This design comes from an exercise in tuning for small area, a short achievable clock period and few clock cycles per item on the open sky130 flow, not from production work. At most, simulation tests tie the RTL to the original design; equivalence was not proved.

==> module sha256_hash_engine_top, before the edit <==
module sha256_hash_engine_top (
  input  logic        clk,
  input  logic        rst,
  input  logic        cfg_valid,
  output logic        cfg_ready,
  input  logic        cfg_data,
  input  logic        s_axis_tvalid,
  output logic        s_axis_tready,
  input  logic [39:0] s_axis_tdata,    
  input  logic        s_axis_tlast,
  output logic        m_axis_tvalid,
  input  logic        m_axis_tready,
  output logic [39:0] m_axis_tdata,    
  output logic        m_axis_tlast
);
  localparam logic [1:0] S_DATA = 2'd0, S_P80 = 2'd1, S_ZERO = 2'd2, S_LEN2 = 2'd3;
  logic [1:0]  src_st;
  logic [3:0]  pos;         
  logic [58:0] words;       
  logic [1:0]  tail;        
  logic        variant;
  logic [2:0]  cnt;
  logic [31:0] in_word, pad_calc, gen_word, out_word;
  logic        gen_valid, fill;
  logic        buf_valid, buf_len2;
  logic [31:0] buf_word;
  logic [2:0]  out_idx;
  logic        want, take, out_valid, out_last;
  assign in_word = s_axis_tdata[31:0];
  assign cnt     = (s_axis_tdata[34:32] > 3'd4) ? 3'd4 : s_axis_tdata[34:32];
  always_comb begin
    case (cnt)
      3'd1:    pad_calc = {in_word[31:24], 24'h80_0000};
      3'd2:    pad_calc = {in_word[31:16], 16'h8000};
      3'd3:    pad_calc = {in_word[31:8], 8'h80};
      default: pad_calc = 32'h8000_0000;
    endcase
  end
  always_comb begin
    gen_valid = (src_st != S_DATA) || s_axis_tvalid;
    case (src_st)
      S_DATA:  gen_word = (!s_axis_tlast || cnt == 3'd4) ? in_word : pad_calc;
      S_P80:   gen_word = 32'h8000_0000;
      S_ZERO:  gen_word = (pos == 4'd14) ? words[58:27] : 32'd0;
      default: gen_word = {words[26:0], tail, 3'd0};
    endcase
  end
  assign fill = !buf_valid || take;
  always_ff @(posedge clk) begin
    if (rst) begin
      buf_valid <= 1'b0;
      src_st    <= S_DATA;
      pos       <= '0;
      words     <= '0;
      tail      <= '0;
      variant   <= sha256_pkg::VAR_SHA256;
    end else begin
      if (cfg_valid) variant <= cfg_data;
      if (fill) buf_valid <= gen_valid;
      if (fill && gen_valid) begin
        pos <= pos + 4'd1;
        case (src_st)
          S_DATA: begin
            if (!s_axis_tlast || cnt == 3'd4) words <= words + 59'd1;
            if (s_axis_tlast) begin
              tail   <= cnt[1:0];
              src_st <= (cnt == 3'd4) ? S_P80 : S_ZERO;
            end
          end
          S_P80:  src_st <= S_ZERO;
          S_ZERO: if (pos == 4'd14) src_st <= S_LEN2;
          default: begin
            src_st <= S_DATA;
            words  <= '0;
            tail   <= '0;
          end
        endcase
      end
    end
  end
  always_ff @(posedge clk) begin
    if (fill) begin
      buf_word <= gen_word;
      buf_len2 <= (src_st == S_LEN2);
    end
  end
  always_comb begin
    cfg_ready     = 1'b1;
    s_axis_tready = fill && (src_st == S_DATA);
    m_axis_tvalid = out_valid;
    m_axis_tdata  = {5'd0, out_idx, out_word};
    m_axis_tlast  = out_last;
  end
  sha256_core u_core (
    .clk       (clk),
    .rst       (rst),
    .variant   (variant),
    .src_valid (buf_valid),
    .src_word  (buf_word),
    .src_len2  (buf_len2),
    .want      (want),
    .take      (take),
    .out_valid (out_valid),
    .out_ready (m_axis_tready),
    .out_word  (out_word),
    .out_idx   (out_idx),
    .out_last  (out_last)
  );
endmodule
Settings: LEC_CHECK=0, CAP_MARGIN=20, CORE_MARGIN=2, CORE_UTILIZATION=40, SETUP_SLACK_MARGIN=3.0, SLEW_MARGIN=20, TNS_END_PERCENT=100; clock period 8.5 ns.
run.sh (not shown) runs the stock make flow with config.mk's settings and CLKGATE_MAP_FILE= SYNTH_SCRIPT=/design/flow/synth_recipe.tcl, a recipe that flattens the netlist after the stock synthesis.
The starting point finished clean.
Testbench counts at the start, summed over its fixed seeds: cycles 55,304, bytes 42,816.
Then changed:
--- a/flow/design.v
+++ b/flow/design.v
@@ -280,11 +280,9 @@
   logic [1:0]  tail;        
   logic        variant;
   logic [2:0]  cnt;
   logic [31:0] in_word, pad_calc, gen_word, out_word;
-  logic        gen_valid, fill;
-  logic        buf_valid, buf_len2;
-  logic [31:0] buf_word;
+  logic        gen_valid;
   logic [2:0]  out_idx;
   logic        want, take, out_valid, out_last;
   assign in_word = s_axis_tdata[31:0];
   assign cnt     = (s_axis_tdata[34:32] > 3'd4) ? 3'd4 : s_axis_tdata[34:32];
@@ -304,21 +302,18 @@
       S_ZERO:  gen_word = (pos == 4'd14) ? words[58:27] : 32'd0;
       default: gen_word = {words[26:0], tail, 3'd0};
     endcase
   end
-  assign fill = !buf_valid || take;
   always_ff @(posedge clk) begin
     if (rst) begin
-      buf_valid <= 1'b0;
       src_st    <= S_DATA;
       pos       <= '0;
       words     <= '0;
       tail      <= '0;
       variant   <= sha256_pkg::VAR_SHA256;
     end else begin
       if (cfg_valid) variant <= cfg_data;
-      if (fill) buf_valid <= gen_valid;
-      if (fill && gen_valid) begin
+      if (take) begin
         pos <= pos + 4'd1;
         case (src_st)
           S_DATA: begin
             if (!s_axis_tlast || cnt == 3'd4) words <= words + 59'd1;
@@ -337,28 +332,22 @@
         endcase
       end
     end
   end
-  always_ff @(posedge clk) begin
-    if (fill) begin
-      buf_word <= gen_word;
-      buf_len2 <= (src_st == S_LEN2);
-    end
-  end
   always_comb begin
     cfg_ready     = 1'b1;
-    s_axis_tready = fill && (src_st == S_DATA);
+    s_axis_tready = want && (src_st == S_DATA);
     m_axis_tvalid = out_valid;
     m_axis_tdata  = {5'd0, out_idx, out_word};
     m_axis_tlast  = out_last;
   end
   sha256_core u_core (
     .clk       (clk),
     .rst       (rst),
     .variant   (variant),
-    .src_valid (buf_valid),
-    .src_word  (buf_word),
-    .src_len2  (buf_len2),
+    .src_valid (gen_valid),
+    .src_word  (gen_word),
+    .src_len2  (src_st == S_LEN2),
     .want      (want),
     .take      (take),
     .out_valid (out_valid),
     .out_ready (m_axis_tready),
What happened:
- wire length falls by 1.5%
- critical path depth falls by 1
- register-to-register slack improved by 0.14 ns
- first-iteration DRC count falls by 12%
- cell area falls by 2.8%
- utilization falls by 0.11 points
Only the layout flow was run in the second run of this note; the RTL was not checked for function there.

==> port drivers added, routing unchanged <==
How much do the figures lean on ideal ports? The routed layouts below were timed once more, with nothing changed but the port constraints. Step 1 (the two cells are an assumption about what drives the block):
set clk [get_ports {clk}]
set_driving_cell -lib_cell sky130_fd_sc_hd__clkbuf_16 $clk
set_driving_cell -lib_cell sky130_fd_sc_hd__buf_2 [delete_from_list [all_inputs] $clk]
Step 2, shift: input delay + t, output delay - t, t = (earliest + latest rising clock arrival at the registers) / 2. This alone moves slack from input paths to output paths. Three values: no drivers, after step 1, after step 2; two values: the first two.
| run | shift t [ns] | setup slack, ns | hold slack, ns | worst register clock-pin slew, ns |
|---|---|---|---|---|
| the first run | 0.832 | 2.891 / 2.891 / 2.891 | 0.348 / 0.348 / 0.348 | 0.07 / 0.07 |
| the second run | 0.824 | 3.028 / 3.028 / 3.028 | 0.376 / 0.376 / 0.376 | 0.09 / 0.09 |
After both steps setup and hold are still met in every run listed.
